From an optimization exercise on the open Yosys and OpenROAD flow, aimed at small area, a short achievable clock period and few clock cycles; shortcuts taken in it are not production practice.
Function was checked by simulation only, so behaviour that the tests miss may differ from the original.

==> flow/design.v, too long to show whole: its modules and the start of the top module <==
// module seq_calculator: 185 lines
// module mul_lo: 1878 lines
module seq_calculator #(
  parameter int NB = 48
) (
  input  logic          clk,
  input  logic          rst,
  input  logic          start,
  input  logic [2:0]    operand,
  input  logic [NB-1:0] a,
  input  logic [NB-1:0] b,
  output logic          busy,
  output logic          done,
  output logic [NB-1:0] result,
  output logic          err_div0,
  output logic          err_op
);
  // ...
==> flow/run.sh <==
#!/bin/bash
# synth_recipe.tcl (not shown) runs the flow's synth.tcl, then flattens the netlist and writes it again
# the make line also repeats each setting of config.mk as NAME=value (left out here)
make -C /OpenROAD-flow-scripts/flow DESIGN_CONFIG=/design/flow/config.mk WORK_HOME=/design/flow/orfs CLKGATE_MAP_FILE= SYNTH_SCRIPT=/design/flow/synth_recipe.tcl finish
==> flow/config.mk <==
export PLATFORM = sky130hd
export DESIGN_NAME = seq_calculator
export DESIGN_NICKNAME = seq_calculator
export VERILOG_FILES = /design/flow/design.v
export SDC_FILE = /design/flow/constraint.sdc
export NUM_CORES = 4
export LEC_CHECK = 0
export ABC_AREA = 1
export CAP_MARGIN = 20
export CORE_MARGIN = 2
export CORE_UTILIZATION = 45
export SETUP_SLACK_MARGIN = 3
export SLEW_MARGIN = 20
==> flow/constraint.sdc <==
create_clock -name core_clock -period 12.0 [get_ports {clk}]
set_input_delay 2.4000 -clock core_clock [delete_from_list [all_inputs] [get_ports {clk}]]
set_output_delay 2.4000 -clock core_clock [all_outputs]
set_load 0.01 [all_outputs]
==> results.toml, run 1 <==
[yosys]
syn_area_per_cell_um2 = 7.06
synthesis.nets = 8401
synth_top_flop_cell = "edfxtp_1"
netlist_top_cells_count = "nand2_1 (1370), inv_1 (1066), xor2_1 (679)"
synth_edf_count = 210

[sta]
period_needed_ns = 8.89
timing.hold.ws_ns = 0.472
setup_violations = 0

[critical_path]
path_delay_family = "adder cells"

[global_route]
globalRouteMet3Util_pct = 10.8
grtUsageMet1_pct = 56.8

[place]
place_area_um2 = 56900

[layout]
nNonClkBuffers = 401
fillerInstances = 11976
final_cell_mix = "nand2_1 (1354), inv_1 (1053), xor2_1 (674), o22ai_1 (568), o21ai_0 (561)"
design_area_um2 = 58900

[route]
met1_length_um = 105000
first_pass_iters = 9

[floorplan]
initial_core_util_pct = 45.5

[clock_network]
tritoncts = "done"

[run_status]
outcome = "no timing/DRC/antenna violations"
Testbench counts, summed over its fixed seeds: cycles 12,191.
==> run 2: changes to the inputs <==
--- a/flow/config.mk
+++ b/flow/config.mk
@@ -11,3 +11,3 @@
 export CORE_UTILIZATION = 45
-export SETUP_SLACK_MARGIN = 3
+export SETUP_SLACK_MARGIN = 4
 export SLEW_MARGIN = 20
==> run 2 against run 1 <==
Effect of this change:
- synthesized cell count unchanged
- hold slack got worse by 0.0057 ns
- maximum frequency up 8.7%
- design area is 7.5% higher
- cell count increased by 2.2%
- clock-buffer cell count is 4 higher
- via count grew 3.9%
- setup slack improved by 0.71 ns
- area after synthesis unchanged
- first-iteration DRC count rose by 5.5%
- sequential share of layout area decreased by 0.75 points
==> results.toml, run 2 <==
[yosys]
async_reset_ff_share_pct = 0
syn_area_per_cell_um2 = 7.06
synth_edf_count = 210
ys_ff_latch = 212
yosys.cell_count.top_type = "nand2_1"
synth_area_leader_cell = "fa_1"
synth_area_leaders = "fa_1 (18%), edfxtp_1 (12%), xor2_1 (11%)"
synth_area_um2 = 53800
synth_cells = 7618
yosys_warnings = 2
ys_seq_area_share_pct = 11.8
synthesis.nets = 8401
synth_top_flop_cell = "edfxtp_1"
netlist_top_cells_count = "nand2_1 (1370), inv_1 (1066), xor2_1 (679)"
synth.distinct_cells = 83
post-synth-top-area-fraction_pct = 17.6

[critical_path]
critical_path.startpoint = "oa_reg[8]$_DFFE_PP_"
critPathSlowestCell = "fa_2"
worstPathMaxFanout = 4
rr_worst_depth = 36
crit_path_end_kind = "flop"
rr_startpoint = "oa_reg[8]$_DFFE_PP_"
cp.arrival_ns = 8.54
worst_r2r_endpoint = "ob_reg[47]$_DFFE_PP_"
start_kind = "flop"
max_stage_delay_ns = 0.55
setup.worst_path.end = "ob_reg[47]$_DFFE_PP_"
critPathKind = "reg2reg"
critPathRequiredTime_ns = 12.37
r2r_slack_ns = 3.83

[floorplan]
dieHeight_um = 350
dieArea_um2 = 122000
placement_rows = 126
dieWidth_um = 350
core_um2 = 118000
initial_core_util_pct = 45.5
ioPinCount = 154

[layout]
final_cell_mix = "nand2_1 (1289), inv_1 (1020), xor2_1 (666), o22ai_1 (555), o21ai_0 (511)"
final_common_cell = "nand2_1"
nets = 8520
design_area_um2 = 63400
largest_reg_flops = 49
syn2layout_area_growth_pct = 17.8
drive_gt1_share_pct = 13.9

[clock_network]
clkTransAtPathRegs_ns = 0.07
clock_latency_ns = 0.64
cts_buffer_depth = 3
tritoncts = "done"
cts_buffers = 29
holdBufCountCts = 0
htree_levels = 1
cts_sinks = 212
cts_root_buf = "clkbuf_16"

[place]
io_buffers = 153
dp_hpwl_um = 227000
preCtsSetupSlack_ns = 1.74
place_area_um2 = 57200
gp_congestion = 1.09

[run_status]
outcome = "no timing/DRC/antenna violations"

[route]
first_pass_iters = 7
drc = 0
via_count = 60302
ant_nets = 0
wire_per_inst_um = 32.6
drt_iter0_markers = 8626
wirelength_um = 303000
via_per_inst = 6.48

[global_route]
grt_pass1_wl_um = 418000
grt_pass1_vias = 56536
grt_usage_pct = 47.8
grt.overflow.total = 0
grt_max_degree = 67
antenna_found_initial = 15

[sta]
timing.hold.ws_ns = 0.466
period_needed_ns = 8.17
hold_violations = 0
fmax_mhz = 122
fin_ws_ns = 3.83
period_share_pct = 68.1
rsz0062_at_grt = "yes"
skew_ns = 0.0164
relSlewSlack_pct = 26.6
tns_ns = 0
tightest_slew_ns = 1.09
drv_slew = 0
setup_violations = 0

[min_path]
hp-class = "reg2reg"

[flow_run]
drv_cap = 0
run 2: cell counts after synthesis:
No cell type changed its count.
run 2: layout make-up:
class                           instances  area [um2]
Tap cell                             1536        1920
Timing Repair inverter                  8        66.3
Clock inverter                         19         174
Antenna cell                            7        17.5
Multi-Input combinational cell       5782       43600
Clock buffer                           34         744
Fill cell                           11644       54900
Sequential cell                       212        6350
Timing Repair Buffer                  586        6070
Inverter                             1118        4460
run 2: timing repair:
action | 4_1_cts | 5_1_grt
endpoints found under the hold margin | 0 | 0
endpoints found under the setup margin | 175 | 159
buffers inserted | 130 | 84
cloned | 20 | 11
gates resized for setup | 506 | 339
pin swaps | 65 | 82
run 2: routing by layer:
metal	global-route usage (%)	routed length (um)
met1	57.8	106000
met2	71.2	125000
met3	12.5	37700
met4	40.1	33800
met5	0	61
run 2: critical path: cells and delay by family (launching register included):
family	cells	cell delay [ns]
flops	1	0.46
fa+ha+maj	8	3.33
xor+xnor	7	1.07
simple gates	7	0.97
compound gates	7	1.41
buf+inv	7	0.61
run 2: cells by family after synthesis:
group,synth area share (%)
buf+inv,11.8
xor+xnor,14.2
flops,11.8
fa+ha+maj,22.5
simple gates,17.6
mux,0.542
compound gates,21.6
run 2: worst min-delay path by stage:
stage                                startpoint                    end  cells past startpoint
after global routing      done_reg$_SDFFE_PP0P_  done_reg$_SDFFE_PP0P_                      2
after CTS                 done_reg$_SDFFE_PP0P_  done_reg$_SDFFE_PP0P_                      2
after global placement    done_reg$_SDFFE_PP0P_  done_reg$_SDFFE_PP0P_                      2
after detailed placement  done_reg$_SDFFE_PP0P_  done_reg$_SDFFE_PP0P_                      2
after floorplan           done_reg$_SDFFE_PP0P_  done_reg$_SDFFE_PP0P_                      2
final                     done_reg$_SDFFE_PP0P_  done_reg$_SDFFE_PP0P_                      2
run 2: stage by stage:
stage	utilization, %	instances
floorplan	-	7618
global placement	48.3	8995
detailed placement	48.3	8997
CTS	51.8	9200
global route	53.6	9295
finish	53.6	9302
==> run 3: changes to the inputs <==
--- a/flow/config.mk
+++ b/flow/config.mk
@@ -10,4 +10,4 @@
 export CORE_MARGIN = 2
-export CORE_UTILIZATION = 45
-export SETUP_SLACK_MARGIN = 4
+export CORE_UTILIZATION = 60
+export SETUP_SLACK_MARGIN = 3
 export SLEW_MARGIN = 20
==> run 3 against run 2 <==
Effect of this change:
- register-to-register slack got worse by 0.91 ns
- sequential cell count unchanged
- sequential share of layout area increased by 0.85 points
==> results.toml, run 3 <==
[place]
io_buffers = 153
gp_congestion = 1.13
dp_hpwl_um = 208000
dp_cells = 8603

[sta]
relSlewSlack_pct = 14.8
timing.hold.ws_ns = 0.526
tightest_slew_ns = 1.27
fmax_mhz = 110
rsz0062_at_grt = "yes"
hold_violations = 0
setup_violations = 0
period_needed_ns = 9.08
skew_ns = 0.0634
period_share_pct = 75.7
tns_ns = 0
drv_slew = 0

[route]
via_count = 60953
wire_per_inst_um = 31.2
ant_nets = 0
drt_iter0_markers = 12679
first_pass_iters = 14
via_per_inst = 6.98
drc = 0
wirelength_um = 272000

[yosys]
synth_top_flop_cell = "edfxtp_1"
synth_edf_count = 210
yosys.cell_count.top_type = "nand2_1"
async_reset_ff_share_pct = 0
synth_area_leader_cell = "fa_1"
post-synth-top-area-fraction_pct = 17.6
synth_cells = 7618
synth.distinct_cells = 83
ys_ff_latch = 212
netlist_top_cells_count = "nand2_1 (1370), inv_1 (1066), xor2_1 (679)"
synthesis.nets = 8401
yosys_warnings = 2
syn_area_per_cell_um2 = 7.06
synth_area_um2 = 53800
ys_seq_area_share_pct = 11.8
synth_area_leaders = "fa_1 (18%), edfxtp_1 (12%), xor2_1 (11%)"

[layout]
drive_gt1_share_pct = 7.61
syn2layout_area_growth_pct = 8.61
final_cell_mix = "nand2_1 (1341), inv_1 (1051), xor2_1 (672), o22ai_1 (568), o21ai_0 (564)"
final_common_cell = "nand2_1"
fin_cells = 8736
nets = 8309
largest_reg_flops = 49
fin_util_pct = 65.9

[clock_network]
cts_buffers = 26
clkTransAtPathRegs_ns = 0.07
cts_root_buf = "clkbuf_16"
clock_latency_ns = 0.62
cts_sinks = 212
htree_levels = 1
cts_buffer_depth = 3
tritoncts = "done"

[floorplan]
dieHeight_um = 303
initial_core_util_pct = 60.7
ioPinCount = 154
dieWidth_um = 303
dieArea_um2 = 92000
placement_rows = 109
core_um2 = 88600

[global_route]
grt_pass1_wl_um = 383000
grt_pass1_vias = 56277
grt_busiest_layer = "met2"
globalRouteMet3Util_pct = 33.9
grt_max_degree = 105
grtUsageMet1_pct = 67.4
grt_use_met2_pct = 76.6
grt.overflow.total = 0
antenna_found_initial = 34
grt_usage_pct = 57.6

[critical_path]
max_stage_delay_ns = 0.63
cp.arrival_ns = 9.40
critPathSlowestCell = "fa_1"
critPathRequiredTime_ns = 12.31
critPathKind = "reg2reg"
crit_path_end_kind = "flop"
worstPathMaxFanout = 32
critPathBufInv = 10
start_kind = "flop"
path_delay_family = "adder cells"
crit_top_cell = "fa_1"

[min_path]
hp-class = "reg2reg"

[flow_run]
drv_cap = 0

[run_status]
outcome = "no timing/DRC/antenna violations"
[run 3: cell counts after synthesis]
No cell type changed its count.
[run 3: final cells by class]
class                      count  area (um2)
timing repair inverter         1        5.00
clock buffer                  27         654
fill                        7894       30300
timing repair buffer         389        3520
tap                         1165        1460
sequential                   212        6350
antenna                       25        62.6
clock inverter                21         216
multi-input combinational   5778       41900
inverter                    1118        4280
[run 3: layer usage]
metal	share of wire (%)	vias up
li1	-	25095
met1	32	27830
met2	37	6101
met3	20	1887
met4	10	40
met5	0.49	-
[run 3: kinds of logic (layout without fill, tap and decap cells)]
| logic type | after synthesis | after routing | share of synthesized area, % |
|---|---|---|---|
| buffers and inverters | 1629 | 1556 | 11.8 |
| adder cells (fa/ha/maj) | 681 | 681 | 22.5 |
| AND/OR/NAND/NOR | 2274 | 2274 | 17.6 |
| AO/OA/AOI/OAI | 1941 | 1942 | 21.6 |
| XOR/XNOR | 852 | 852 | 14.2 |
| flip-flops | 212 | 212 | 11.8 |
| multiplexers | 29 | 29 | 0.542 |
| other | 0 | 25 | 0 |
[run 3: worst min-delay path, cell delays in order (launching register included)]
cell and delay (ns):
dfxtp_1 0.33, nand2_1 0.07, a21oi_1 0.07
[run 3: repair_timing]
action,CTS,global route
hold buffers,0,0
pin swaps,6,14
endpoints found under the setup margin,76,131
buffers inserted,12,46
hold endpoints to repair,0,0
gates cloned,1,1
resized for setup,49,131
[run 3: through the flow]
stage          worst slack [ns]  area [um2]
3_3_place_gp               1.70       56300
5_1_grt                    2.76       58400
6_report                   2.92       58400
2_1_floorplan              3.28       53800
3_5_place_dp               1.73       56400
4_1_cts                    2.91       57500
[run 3: path summary, 6_finish.rpt]
path / slack (ns) / cells after the start / startpoint / to
max reg2reg: 2.92 / 33 / ob_reg[0]$_DFFE_PP_ / oa_reg[31]$_DFFE_PP_
max: 2.92 / 33 / ob_reg[0]$_DFFE_PP_ / oa_reg[31]$_DFFE_PP_
min: 0.53 / 2 / done_reg$_SDFFE_PP0P_ / done_reg$_SDFFE_PP0P_
min reg2reg: 0.53 / 2 / done_reg$_SDFFE_PP0P_ / done_reg$_SDFFE_PP0P_
==> run 4: changes to the inputs <==
--- a/flow/config.mk
+++ b/flow/config.mk
@@ -10,4 +10,4 @@
 export CORE_MARGIN = 2
-export CORE_UTILIZATION = 60
-export SETUP_SLACK_MARGIN = 3
+export CORE_UTILIZATION = 45
+export SETUP_SLACK_MARGIN = 5
 export SLEW_MARGIN = 20
==> run 4 against run 3 <==
Effect of this change:
- still clean on timing, DRC and antenna
- highest routed layer unchanged
- synthesized cell count unchanged
- core utilization decreased by 5.4 points
- design area increased by 22%
- clock skew decreased by 0.026 ns
==> results.toml, run 4 <==
[flow_run]
drv_cap = 0

[global_route]
grt_max_degree = 108
grt_usage_pct = 51.3
grt.overflow.total = 0
antenna_found_initial = 23
grt_use_met2_pct = 73.6
grt_pass1_wl_um = 447000
grt_busiest_layer = "met2"
grt_pass1_vias = 59810
grtUsageMet1_pct = 58.9
globalRouteMet3Util_pct = 18.6

[critical_path]
start_kind = "flop"
critPathRequiredTime_ns = 12.35
critPathKind = "reg2reg"
critPathSlowestCell = "fa_2"
r2r_slack_ns = 3.74
cp.arrival_ns = 8.61
crit_path_end_kind = "flop"
worstPathMaxFanout = 16
max_stage_delay_ns = 0.54

[layout]
final_cell_mix = "nand2_1 (1141), inv_1 (968), xor2_1 (635), o22ai_1 (483), buf_4 (479)"
regArea_um2 = 6350
final_common_cell = "nand2_1"
fin_cells = 9639
largest_reg_flops = 49
syn2layout_area_growth_pct = 33.0
design_area_um2 = 71500
fillerInstances = 10576
drive_gt1_share_pct = 25.6
nets = 8847
multi_input_area_um2 = 47900

[clock_network]
clock_latency_ns = 0.64
htree_levels = 1
clkTransAtPathRegs_ns = 0.07
cts_sinks = 212
cts_buffers = 29
tritoncts = "done"
cts_root_buf = "clkbuf_16"
cts_buffer_depth = 3

[yosys]
synthesis.nets = 8401
synth.distinct_cells = 83
post-synth-top-area-fraction_pct = 17.6
ys_seq_area_share_pct = 11.8
synth_area_leaders = "fa_1 (18%), edfxtp_1 (12%), xor2_1 (11%)"
synth_area_um2 = 53800
netlist_top_cells_count = "nand2_1 (1370), inv_1 (1066), xor2_1 (679)"
synth_area_leader_cell = "fa_1"
synth_edf_count = 210
yosys_warnings = 2
synth_top_flop_cell = "edfxtp_1"
yosys.cell_count.top_type = "nand2_1"
synth_cells = 7618
async_reset_ff_share_pct = 0
syn_area_per_cell_um2 = 7.06
ys_ff_latch = 212

[floorplan]
dieHeight_um = 350
placement_rows = 126
dieArea_um2 = 122000
ioPinCount = 154
initial_core_util_pct = 45.5
core_um2 = 118000
dieWidth_um = 350

[place]
place_area_um2 = 57600
dp_hpwl_um = 228000
io_buffers = 153
gp_congestion = 1.11
dp_cells = 8973

[sta]
setup_violations = 0
rsz0062_at_grt = "yes"
skew_ns = 0.0376
fmax_mhz = 121
tightest_slew_ns = 1.34
hold_violations = 0
period_needed_ns = 8.26
tns_ns = 0
relSlewSlack_pct = 10.3
drv_slew = 0
period_share_pct = 68.9

[route]
wirelength_um = 328000
wire_per_inst_um = 34.0
via_count = 63879
ant_nets = 0
drc = 0
via_per_inst = 6.63
first_pass_iters = 13
drt_iter0_markers = 9741

[min_path]
hp-class = "reg2reg"

[run_status]
outcome = "no timing/DRC/antenna violations"
## run 4: cell count changes in the layout (fill, tap and decap cells not counted), sizes merged, moves of 12 or more
cell / delta
buf: +505
clkdlybuf4s50: -52
dlygate4sd2: +26
clkbuf: +17
nand2: +15
bufbuf: +13
clkdlybuf4s15: +12
## run 4: timing repair
| action | in CTS | in global routing |
|---|---|---|
| hold buffers | 0 | 0 |
| gates resized for setup | 1299 | 596 |
| setup endpoints to repair | 193 | 178 |
| gates cloned | 60 | 8 |
| buffers inserted | 374 | 152 |
| pin swaps | 350 | 281 |
## run 4: layout make-up
type / instances / area share (%)
Sequential cell: 212 / 8.88
Multi-Input combinational cell: 5796 / 66.9
Clock buffer: 38 / 1.06
Timing Repair Buffer: 893 / 13.4
Timing Repair inverter: 14 / 0.264
Tap cell: 1536 / 2.69
Inverter: 1118 / 6.44
Clock inverter: 15 / 0.241
Antenna cell: 17 / 0.0595
## run 4: routing by layer
metal,vias up,share of wire [%]
met3,1904,14
met5,-,0.099
li1,26253,-
met2,5485,40
met1,30215,33
met4,22,13
## run 4: logic make-up (layout without fill, tap and decap cells)
family,count (synthesis),after routing,share of synthesized area [%]
AND/OR/NAND/NOR,2274,2289,17.6
multiplexers,29,29,0.542
AO/OA/AOI/OAI,1941,1943,21.6
other,0,17,0
adder cells (fa/ha/maj),681,681,22.5
buffers and inverters,1629,2078,11.8
flip-flops,212,212,11.8
XOR/XNOR,852,854,14.2
## run 4: path summary, 6_finish.rpt
path / startpoint / cells after the start / end
min: done_reg$_SDFFE_PP0P_ / 2 / done_reg$_SDFFE_PP0P_
max: oa_reg[7]$_DFFE_PP_ / 34 / ob_reg[47]$_DFFE_PP_
max reg2reg: oa_reg[7]$_DFFE_PP_ / 34 / ob_reg[47]$_DFFE_PP_
min reg2reg: done_reg$_SDFFE_PP0P_ / 2 / done_reg$_SDFFE_PP0P_
## run 4: worst max-delay path: cells and delay by family, from the launching register on
family	cells	cell delay (ns)
AOI/OAI and AO/OA	3	0.35
xor gates and xnor gates	7	1.15
adders and majority gates	8	3.47
buffers and inverters	7	0.87
DFF	1	0.45
and+or+nand+nor	9	1.67
## run 4: through the flow
| step | hold WS [ns] | setup slack, ns | util (%) |
|---|---|---|---|
| CTS | 0.471 | 4.18 | 57.1 |
| global route | 0.504 | 3.58 | 60.4 |
| global placement | 0.457 | 1.96 | 48.7 |
| floorplan | 0.482 | 3.81 | - |
| finish | 0.471 | 3.74 | 60.5 |
| detailed placement | 0.461 | 1.94 | 48.7 |
==> run 5: changes to the inputs <==
--- a/flow/config.mk
+++ b/flow/config.mk
@@ -8,6 +8,6 @@
 export ABC_AREA = 1
-export CAP_MARGIN = 20
+export CAP_MARGIN = 10
 export CORE_MARGIN = 2
 export CORE_UTILIZATION = 45
-export SETUP_SLACK_MARGIN = 5
-export SLEW_MARGIN = 20
+export SETUP_SLACK_MARGIN = 4
+export SLEW_MARGIN = 10
==> run 5 against run 4 <==
Effect of this change:
- non-clock buffer count decreased by 298
- clock skew fell by 0.0029 ns
- synthesized cell count is the same
- critical path depth increased by 3
==> results.toml, run 5 <==
[yosys]
async_reset_ff_share_pct = 0
synth_cells = 7618
ys_ff_latch = 212
synthesis.nets = 8401
synth-simple-area-share_pct = 17.6
yosys_warnings = 2
synth.distinct_cells = 83
synth_xor_area_share_pct = 14.2
synth_compound_area_share_pct = 21.6
synth_top_flop_cell = "edfxtp_1"
synth_fa_ha_area_share_pct = 22.5
synth_area_leaders = "fa_1 (18%), edfxtp_1 (12%), xor2_1 (11%)"
ys_seq_area_share_pct = 11.8
synth_mux_area_share_pct = 0.542
yosys.cell_count.top_type = "nand2_1"
syn_area_per_cell_um2 = 7.06
netlist_top_cells_count = "nand2_1 (1370), inv_1 (1066), xor2_1 (679)"
synth_area_um2 = 53800
synth_top_family_by_area = "adder cells"
synth_edf_count = 210
post-synth-top-area-fraction_pct = 17.6
synth_area_leader_cell = "fa_1"

[sta]
hold_violations = 0
tightest_slew_ns = 1.21
relSlewSlack_pct = 18.5
fin_ws_ns = 3.85
setup_violations = 0
period_share_pct = 67.9
period_needed_ns = 8.15
skew_ns = 0.0346
fmax_mhz = 123
tns_ns = 0
drv_slew = 0
rsz0062_at_grt = "yes"

[critical_path]
cp.arrival_ns = 8.51
rr_worst_depth = 37
critPathKind = "reg2reg"
critical_path.startpoint = "oa_reg[5]$_DFFE_PP_"
critPathRequiredTime_ns = 12.36
start_kind = "flop"
worstPathMaxFanout = 6
setup.worst_path.end = "ob_reg[47]$_DFFE_PP_"
crit_path_end_kind = "flop"
r2r_slack_ns = 3.85
rr_startpoint = "oa_reg[5]$_DFFE_PP_"
worst_r2r_endpoint = "ob_reg[47]$_DFFE_PP_"
critPathSlowestCell = "fa_1"
crit_top_cell = "fa_1"
max_stage_delay_ns = 0.57

[global_route]
grt_pass1_vias = 55896
antenna_found_initial = 10
grt_pass1_wl_um = 411000
grt_max_degree = 67
grt.overflow.total = 0
grt_usage_pct = 47.0

[floorplan]
initial_core_util_pct = 45.5
dieHeight_um = 350
core_um2 = 118000
dieArea_um2 = 122000
ioPinCount = 154
dieWidth_um = 350
placement_rows = 126

[route]
wire_per_inst_um = 32.4
via_count = 59916
drt_iter0_markers = 8778
via_per_inst = 6.44
drc = 0
first_pass_iters = 6
ant_nets = 0
wirelength_um = 302000

[clock_network]
clock_latency_ns = 0.66
holdBufCountCts = 0
htree_levels = 1
cts_root_buf = "clkbuf_16"
cts_buffer_depth = 3
tritoncts = "done"
cts_sinks = 212
cts_buffers = 29
clkTransAtPathRegs_ns = 0.06

[layout]
largest_reg_flops = 49
syn2layout_area_growth_pct = 18.2
nets = 8529
drive_gt1_share_pct = 14.4
final_common_cell = "nand2_1"
fillerInstances = 11606
final_cell_mix = "nand2_1 (1282), inv_1 (1015), xor2_1 (665), o22ai_1 (550), o21ai_0 (490)"

[flow_run]
drv_cap = 0

[place]
io_buffers = 153
gp_congestion = 1.09
preCtsSetupSlack_ns = 1.73
dp_hpwl_um = 227000

[min_path]
hp-class = "reg2reg"

[run_status]
outcome = "no timing/DRC/antenna violations"
-- run 5: cell type report --
cell class,instances,area (um2),share of cell area [%]
multi-input cells,5783,43800,68.8
well taps,1536,1920,3.02
repair buffers,595,6080,9.57
flip-flops and latches,212,6350,9.99
inverters,1118,4440,6.99
repair inverters,7,56.3,0.0886
clock buffers,33,741,1.16
diodes,4,10.0,0.0157
clock inverters,20,203,0.319
-- run 5: how the worst min path moves through the flow --
stage,from,endpoint,depth (start not counted)
6_report,done_reg$_SDFFE_PP0P_,done_reg$_SDFFE_PP0P_,2
5_1_grt,done_reg$_SDFFE_PP0P_,done_reg$_SDFFE_PP0P_,2
4_1_cts,done_reg$_SDFFE_PP0P_,done_reg$_SDFFE_PP0P_,2
3_5_place_dp,done_reg$_SDFFE_PP0P_,done_reg$_SDFFE_PP0P_,2
3_3_place_gp,done_reg$_SDFFE_PP0P_,done_reg$_SDFFE_PP0P_,2
2_1_floorplan,done_reg$_SDFFE_PP0P_,done_reg$_SDFFE_PP0P_,2
-- run 5: timing repair --
item,CTS,global route
hold endpoints to repair,0,0
setup endpoints to repair,174,162
setup buffers,89,131
pin swaps,45,132
resized for setup,373,546
cloned,12,23
-- run 5: layer usage --
layer	routed length (um)	part of all wire [%]	vias to the layer above	track usage, %
met5	147	0.049	-	0
met4	33400	11	6	37.9
met3	37300	12	1329	12.0
met2	125000	42	4460	70.9
met1	106000	35	28541	56.7
li1	-	-	25580	-
-- run 5: critical path: cells and delay by family, from the launching register on --
kind | cells | cell delay (ns)
fa+ha+maj | 8 | 3.30
xor+xnor | 8 | 1.36
compound gates | 7 | 1.29
simple gates | 6 | 0.75
buf+inv | 8 | 0.66
flops | 1 | 0.47
-- run 5: cell families after synthesis --
group / after synthesis
AND/OR/NAND/NOR: 2274
AO/OA/AOI/OAI: 1941
buffers and inverters: 1629
XOR/XNOR: 852
adder cells (fa/ha/maj): 681
flip-flops: 212
multiplexers: 29
-- run 5: through the flow --
| stage | hold WS, ns | std cells | util, % | area, um2 |
|---|---|---|---|---|
| final | 0.469 | 9308 | 53.8 | 63600 |
| after global routing | 0.487 | 9305 | 53.8 | 63600 |
| after CTS | 0.465 | 9149 | 51.0 | 60200 |
| after detailed placement | 0.456 | 8995 | 48.3 | 57100 |
| after global placement | 0.460 | 8995 | 48.3 | 57100 |
| after floorplan | 0.482 | 7618 | - | 54100 |
==> module seq_calculator, before the edit <==
module seq_calculator #(
  parameter int NB = 48
) (
  input  logic          clk,
  input  logic          rst,
  input  logic          start,
  input  logic [2:0]    operand,
  input  logic [NB-1:0] a,
  input  logic [NB-1:0] b,
  output logic          busy,
  output logic          done,
  output logic [NB-1:0] result,
  output logic          err_div0,
  output logic          err_op
);
  localparam logic [2:0] OP_ADD = 3'd0;
  localparam logic [2:0] OP_SUB = 3'd1;
  localparam logic [2:0] OP_MUL = 3'd2;
  localparam logic [2:0] OP_DIV = 3'd3;
  localparam logic [2:0] OP_POW = 3'd4;
  localparam int R  = 2;              
  localparam int DW = NB + R - 1;     
  localparam int LW = $clog2(NB + 1);
  localparam int GW = $clog2(NB / R + 1);
  localparam logic [NB-1:0] ONE = NB'(1);
  logic          busy_reg;
  logic          done_reg;
  logic          pow_reg;     
  logic [NB-1:0] oa_reg;      
  logic [NB-1:0] ob_reg;      
  logic          cin_reg;     
  logic [NB-1:0] x_reg;       
  logic [DW-1:0] d_reg;       
  logic [LW-1:0] idx_reg;     
  logic          mstep_reg;   
  logic [GW-1:0] cnt_reg;     
  logic          neg_reg;     
  logic          e0_reg;
  logic          eo_reg;
  wire accept = start && !busy_reg;
  logic [NB:0] sum_x;
  logic [NB-1:0] sum;
  assign sum_x = {oa_reg, 1'b1} + {ob_reg, cin_reg};
  assign sum   = sum_x[NB:1];
  function automatic logic [LW-1:0] bitlen(input logic [NB-1:0] v);
    bitlen = '0;
    for (int i = 0; i < NB; i++)
      if (v[i]) bitlen = i + 1;
  endfunction
  function automatic logic [LW-1:0] maglen(input logic [NB-1:0] v);
    logic [NB-1:0] x;
    x = v ^ {NB{v[NB-1]}};
    maglen = bitlen(x) + LW'(v[NB-1] && (((x >> 1) & ~x) == '0));
  endfunction
  logic [NB-1:0] a_mag, b_mag;
  assign a_mag = a[NB-1] ? -a : a;
  assign b_mag = b[NB-1] ? -b : b;
  logic [LW-1:0] la, lb, kdiff, kshift;
  logic [GW-1:0] kgrp;
  logic          q_zero;
  logic [DW-1:0] d_aligned;
  assign la        = maglen(a);
  assign lb        = maglen(b);
  assign q_zero    = la < lb;
  assign kdiff     = la - lb;
  assign kgrp      = GW'(kdiff / R);
  assign kshift    = LW'(kgrp * R + (R - 1));
  assign d_aligned = {{(R-1){1'b0}}, b_mag} << kshift;
  logic [NB-1:0] mul_x, mul_y, mul_s, mul_c;
  assign mul_x = busy_reg ? sum : a;
  assign mul_y = busy_reg ? (mstep_reg ? x_reg : sum) : b;
  mul_lo u_mul (.x(mul_x), .y(mul_y), .s(mul_s), .c(mul_c));
  logic [NB-1:0] rem_s [R+1];
  logic [R-1:0]  qbits;
  always_comb begin
    rem_s[0] = x_reg;
    for (int j = 0; j < R; j++) begin
      logic [DW:0] t;
      t = {1'b0, {(R-1){1'b0}}, rem_s[j]} - {1'b0, (d_reg >> j)};
      qbits[R-1-j] = !t[DW];
      rem_s[j+1]   = t[DW] ? rem_s[j] : t[NB-1:0];
    end
  end
  logic [NB-1:0] pow_neg_res;
  always_comb begin
    if (a == ONE)        pow_neg_res = ONE;
    else if (a == '1)    pow_neg_res = b[0] ? '1 : ONE;
    else                 pow_neg_res = '0;
  end
  wire ebit = d_reg[idx_reg];
  always_ff @(posedge clk) begin
    if (rst) begin
      busy_reg <= 1'b0;
      done_reg <= 1'b0;
    end else if (accept) begin
      done_reg <= 1'b1;
      busy_reg <= 1'b0;
      e0_reg   <= 1'b0;
      eo_reg   <= 1'b0;
      oa_reg   <= '0;
      ob_reg   <= '0;
      cin_reg  <= 1'b0;
      case (operand)
        OP_ADD: begin
          oa_reg <= a;
          ob_reg <= b;
        end
        OP_SUB: begin
          oa_reg  <= a;
          ob_reg  <= ~b;
          cin_reg <= 1'b1;
        end
        OP_MUL: begin
          oa_reg <= mul_s;
          ob_reg <= mul_c;
        end
        OP_DIV: begin
          x_reg   <= a_mag;
          d_reg   <= d_aligned;
          cnt_reg <= kgrp;
          neg_reg <= a[NB-1] ^ b[NB-1];
          pow_reg <= 1'b0;
          if (b == '0) begin
            e0_reg   <= 1'b1;
          end else if (!q_zero) begin
            oa_reg   <= {NB{a[NB-1] ^ b[NB-1]}};
            cin_reg  <= a[NB-1] ^ b[NB-1];
            done_reg <= 1'b0;
            busy_reg <= 1'b1;
          end
        end
        OP_POW: begin
          x_reg     <= a;
          d_reg     <= DW'(b);
          idx_reg   <= lb - LW'(2);
          mstep_reg <= 1'b0;
          pow_reg   <= 1'b1;
          if (b[NB-1]) begin
            oa_reg <= pow_neg_res;
          end else if (b[NB-1:1] == '0) begin
            oa_reg <= b[0] ? a : ONE;
          end else begin
            oa_reg   <= a;
            done_reg <= 1'b0;
            busy_reg <= 1'b1;
          end
        end
        default: begin
          eo_reg <= 1'b1;
        end
      endcase
    end else if (busy_reg) begin
      if (pow_reg) begin
        oa_reg <= mul_s;
        ob_reg <= mul_c;
        if (!mstep_reg && ebit) begin
          mstep_reg <= 1'b1;
        end else begin
          mstep_reg <= 1'b0;
          idx_reg   <= idx_reg - 1'b1;
          if (idx_reg == '0) begin
            busy_reg <= 1'b0;
            done_reg <= 1'b1;
          end
        end
      end else begin
        x_reg   <= rem_s[R];
        oa_reg  <= {oa_reg[NB-R-1:0], qbits ^ {R{neg_reg}}};
        d_reg   <= d_reg >> R;
        cnt_reg <= cnt_reg - 1'b1;
        if (cnt_reg == '0) begin
          busy_reg <= 1'b0;
          done_reg <= 1'b1;
        end
      end
    end else begin
      done_reg <= 1'b0;
    end
  end
  assign busy     = busy_reg;
  assign done     = done_reg;
  assign result   = sum;
  assign err_div0 = e0_reg;
  assign err_op   = eo_reg;
endmodule
==> run 6: changes to the inputs <==
--- a/flow/design.v
+++ b/flow/design.v
@@ -68,5 +68,7 @@
   assign d_aligned = {{(R-1){1'b0}}, b_mag} << kshift;
+  logic          idle_sq;
+  assign idle_sq = (operand == OP_POW);
   logic [NB-1:0] mul_x, mul_y, mul_s, mul_c;
   assign mul_x = busy_reg ? sum : a;
-  assign mul_y = busy_reg ? (mstep_reg ? x_reg : sum) : b;
+  assign mul_y = busy_reg ? (mstep_reg ? x_reg : sum) : (idle_sq ? a : b);
   mul_lo u_mul (.x(mul_x), .y(mul_y), .s(mul_s), .c(mul_c));
@@ -134,4 +136,2 @@
           d_reg     <= DW'(b);
-          idx_reg   <= lb - LW'(2);
-          mstep_reg <= 1'b0;
           pow_reg   <= 1'b1;
@@ -142,5 +142,15 @@
           end else begin
-            oa_reg   <= a;
-            done_reg <= 1'b0;
-            busy_reg <= 1'b1;
+            oa_reg <= mul_s;
+            ob_reg <= mul_c;
+            if (b[lb - LW'(2)]) begin
+              idx_reg   <= lb - LW'(2);
+              mstep_reg <= 1'b1;
+              done_reg  <= 1'b0;
+              busy_reg  <= 1'b1;
+            end else if (lb != LW'(2)) begin
+              idx_reg   <= lb - LW'(3);
+              mstep_reg <= 1'b0;
+              done_reg  <= 1'b0;
+              busy_reg  <= 1'b1;
+            end
           end
--- a/flow/config.mk
+++ b/flow/config.mk
@@ -8,6 +8,6 @@
 export ABC_AREA = 1
-export CAP_MARGIN = 10
+export CAP_MARGIN = 20
 export CORE_MARGIN = 2
 export CORE_UTILIZATION = 45
-export SETUP_SLACK_MARGIN = 4
-export SLEW_MARGIN = 10
+export SETUP_SLACK_MARGIN = 3
+export SLEW_MARGIN = 20
==> run 6 against run 5 <==
Effect of this change:
- core utilization down 2.0 points
- still clean
- critical endpoint is now oa_reg[37]$_DFFE_PP_
- largest cell class unchanged
- sequential cell count unchanged
- area after synthesis up 2.8%
- first-iteration DRC count up 9.7%
- clock skew down 0.0031 ns
- maximum frequency down 8.7%
- design area down 0.75%
- register-to-register slack worse by 0.77 ns
==> results.toml, run 6 <==
[run_status]
outcome = "no timing/DRC/antenna violations"

[global_route]
grt_pass1_wl_um = 442000
grt_pass1_vias = 58101
grt_usage_pct = 49.3
antenna_found_initial = 27
grt_max_degree = 115
grt.overflow.total = 0

[yosys]
ys_seq_area_share_pct = 11.5
synth_area_um2 = 55300
yosys.cell_count.top_type = "nand2_1"
syn_area_per_cell_um2 = 6.84
synth_area_leaders = "fa_1 (17%), edfxtp_1 (11%), xor2_1 (11%)"
synth.distinct_cells = 73
synth_edf_count = 210
synth_area_leader_cell = "fa_1"
synth_top_flop_cell = "edfxtp_1"
netlist_top_cells_count = "nand2_1 (1382), inv_1 (1122), o21ai_0 (705)"
ys_ff_latch = 212
yosys_warnings = 2
synth_cells = 8076
post-synth-top-area-fraction_pct = 17.1
synthesis.nets = 8863
async_reset_ff_share_pct = 0

[floorplan]
core_um2 = 122000
dieWidth_um = 354
initial_core_util_pct = 45.3
dieArea_um2 = 126000
placement_rows = 128
dieHeight_um = 354
ioPinCount = 154

[layout]
largest_reg_flops = 49
nets = 8909
multi_input_area_um2 = 43400
drive_gt1_share_pct = 10.3
syn2layout_area_growth_pct = 14.2
regArea_um2 = 6350
final_cell_mix = "nand2_1 (1345), inv_1 (1055), xor2_1 (672), o21ai_0 (657), o22ai_1 (640)"
fillerInstances = 12492
final_common_cell = "nand2_1"
design_area_um2 = 63100

[clock_network]
clock_latency_ns = 0.63
cts_sinks = 212
cts_root_buf = "clkbuf_16"
cts_buffer_depth = 3
cts_buffers = 34
clkTransAtPathRegs_ns = 0.07
htree_levels = 2
tritoncts = "done"

[critical_path]
rr_startpoint = "oa_reg[0]$_DFFE_PP_"
critPathKind = "reg2reg"
critPathRequiredTime_ns = 12.35
r2r_slack_ns = 3.08
cp.arrival_ns = 9.27
critPathBufInv = 6
cp.depth = 27
max_stage_delay_ns = 0.99
critPathSlowestCell = "xnor2_1"
crit_top_cell = "fa_1"
worst_r2r_endpoint = "oa_reg[37]$_DFFE_PP_"
worstPathMaxFanout = 40
crit_path_end_kind = "flop"
rr_worst_depth = 27
path_delay_family = "adder cells"
start_kind = "flop"

[min_path]
hp-class = "reg2reg"
whs_path_depth = 2
hold_start = "done_reg$_SDFFE_PP0P_"
min_to = "done_reg$_SDFFE_PP0P_"

[route]
drt_iter0_markers = 9628
wirelength_um = 320000
wire_per_inst_um = 32.7
first_pass_iters = 9
ant_nets = 0
drc = 0
via_per_inst = 6.42
via_count = 62806

[place]
io_buffers = 153
place_area_um2 = 58700
dp_hpwl_um = 241000
gp_congestion = 1.08

[sta]
skew_ns = 0.0315
period_share_pct = 74.4
relSlewSlack_pct = 15.2
timing.hold.ws_ns = 0.570
fmax_mhz = 112
drv_slew = 0
setup_violations = 0
hold_violations = 0
tns_ns = 0
period_needed_ns = 8.92
rsz0062_at_grt = "yes"
tightest_slew_ns = 1.26

[flow_run]
drv_cap = 0
run 6: changes by cell type in the layout (fill, tap and decap cells not counted), moves of 38 or more:
cell,change
o21ai_0,+167
nor2_1,+97
o22ai_1,+90
a21oi_1,+73
a22oi_1,-66
nand2_1,+63
nand3_1,+54
inv_1,+40
ha_1,+39
o21ai_1,-39
nor3_1,+38
run 6: repair_timing:
item                       CTS  global route
buffers inserted            60           103
resized for setup          204           305
setup endpoints to repair   98           106
pin swaps                   22            55
hold buffers                 0             0
cloned                      15             6
run 6: layout make-up:
type                       count  share of cell area, %
multi-input combinational   6144                   68.8
sequential                   212                   10.1
timing repair buffer         545                   8.39
inverter                    1177                   7.48
tap                         1625                   3.22
clock buffer                  40                   1.42
clock inverter                22                  0.472
timing repair inverter         8                 0.0952
antenna                       17                 0.0674
run 6: routing by layer:
metal  wire length (um)  global-route usage [%]  vias up
met5                164                       0        -
met4              33600                    39.3       23
met3              41900                    15.9     1315
met2             131000                    71.2     4679
met1             114000                    60.4    29841
li1                   -                       -    26948
run 6: cell families (layout without fill, tap and decap cells):
kind of cell	after synthesis	after routing	share of synthesized area (%)
AO/OA/AOI/OAI	2134	2134	22.4
buffers and inverters	1721	1792	11.9
adder cells (fa/ha/maj)	685	685	21.9
XOR/XNOR	844	844	13.5
other	0	17	0
flip-flops	212	212	11.5
multiplexers	18	18	0.328
AND/OR/NAND/NOR	2462	2463	18.5
run 6: through the flow:
stage | setup slack, ns | utilization (%) | cells
finish | 3.08 | 51.8 | 9790
global route | 2.93 | 51.7 | 9775
CTS | 2.93 | 50.2 | 9663
detailed placement | 1.03 | 48.1 | 9526
global placement | 0.983 | 48.1 | 9526
floorplan | 3.00 | - | 8076
run 6: worst max path at each step:
stage	to	slack (ns)	start
2_1_floorplan	ob_reg[47]$_DFFE_PP_	3.00	operand[1]
3_3_place_gp	ob_reg[47]$_DFFE_PP_	0.98	operand[1]
3_5_place_dp	ob_reg[47]$_DFFE_PP_	1.03	operand[1]
4_1_cts	ob_reg[47]$_DFFE_PP_	2.93	a[23]
5_1_grt	d_reg[42]$_DFFE_PP_	2.93	b[2]
6_report	oa_reg[37]$_DFFE_PP_	3.08	oa_reg[0]$_DFFE_PP_
run 6: worst register-to-register path: cells and delay by family, from the launching register on:
kind / cells / cell delay, ns
buffers and inverters: 6 / 1.56
adders and majority gates: 7 / 3.64
xor gates and xnor gates: 2 / 1.19
AOI/OAI and AO/OA: 7 / 1.23
and+or+nand+nor: 5 / 0.54
DFF: 1 / 0.48
Testbench counts of run 6, summed over its fixed seeds: cycles 11,604.

what the ideal ports hide:
In the flow no input, the clock included, has a driving cell. The finished layouts below were timed again as built, in two steps. Step 1 assumes that a clkbuf_16 drives the clock port and a buf_2 every other input. Step 2 times the ports against the registers' clock, not the clock port: input delays grow and output delays shrink by t, the midpoint of the rising clock arrivals with the driver on. Slacks: no drivers / after step 1 / after step 2; pairs: no drivers / after step 1.
| run | t (ns) | setup WS [ns] | worst hold slack (ns) | worst setup path after step 2 | cell pins on the clock port's net |
|---|---|---|---|---|---|
| run 1 | 0.684 | 3.115 / 3.151 / 2.467 | 0.472 / 0.472 / 0.472 | input to register | 1 |
| run 2 | 0.716 | 3.826 / 3.826 / 3.223 | 0.466 / 0.466 / 0.466 | input to register | 1 |
| run 3 | 0.644 | 2.918 / 2.918 / 2.325 | 0.526 / 0.526 / 0.526 | input to register | 1 |
| run 4 | 0.704 | 3.737 / 3.737 / 3.395 | 0.471 / 0.471 / 0.471 | input to register | 1 |
| run 5 | 0.727 | 3.851 / 3.851 / 3.204 | 0.469 / 0.469 / 0.469 | input to register | 1 |
| run 6 | 0.698 | 3.077 / 3.077 / 2.477 | 0.570 / 0.570 / 0.570 | input to register | 1 |
After both steps every run listed still meets setup and hold. For run 1, which loses most, drivers alone change the setup slack by +0.036 ns; drivers and shift together by -0.648 ns.
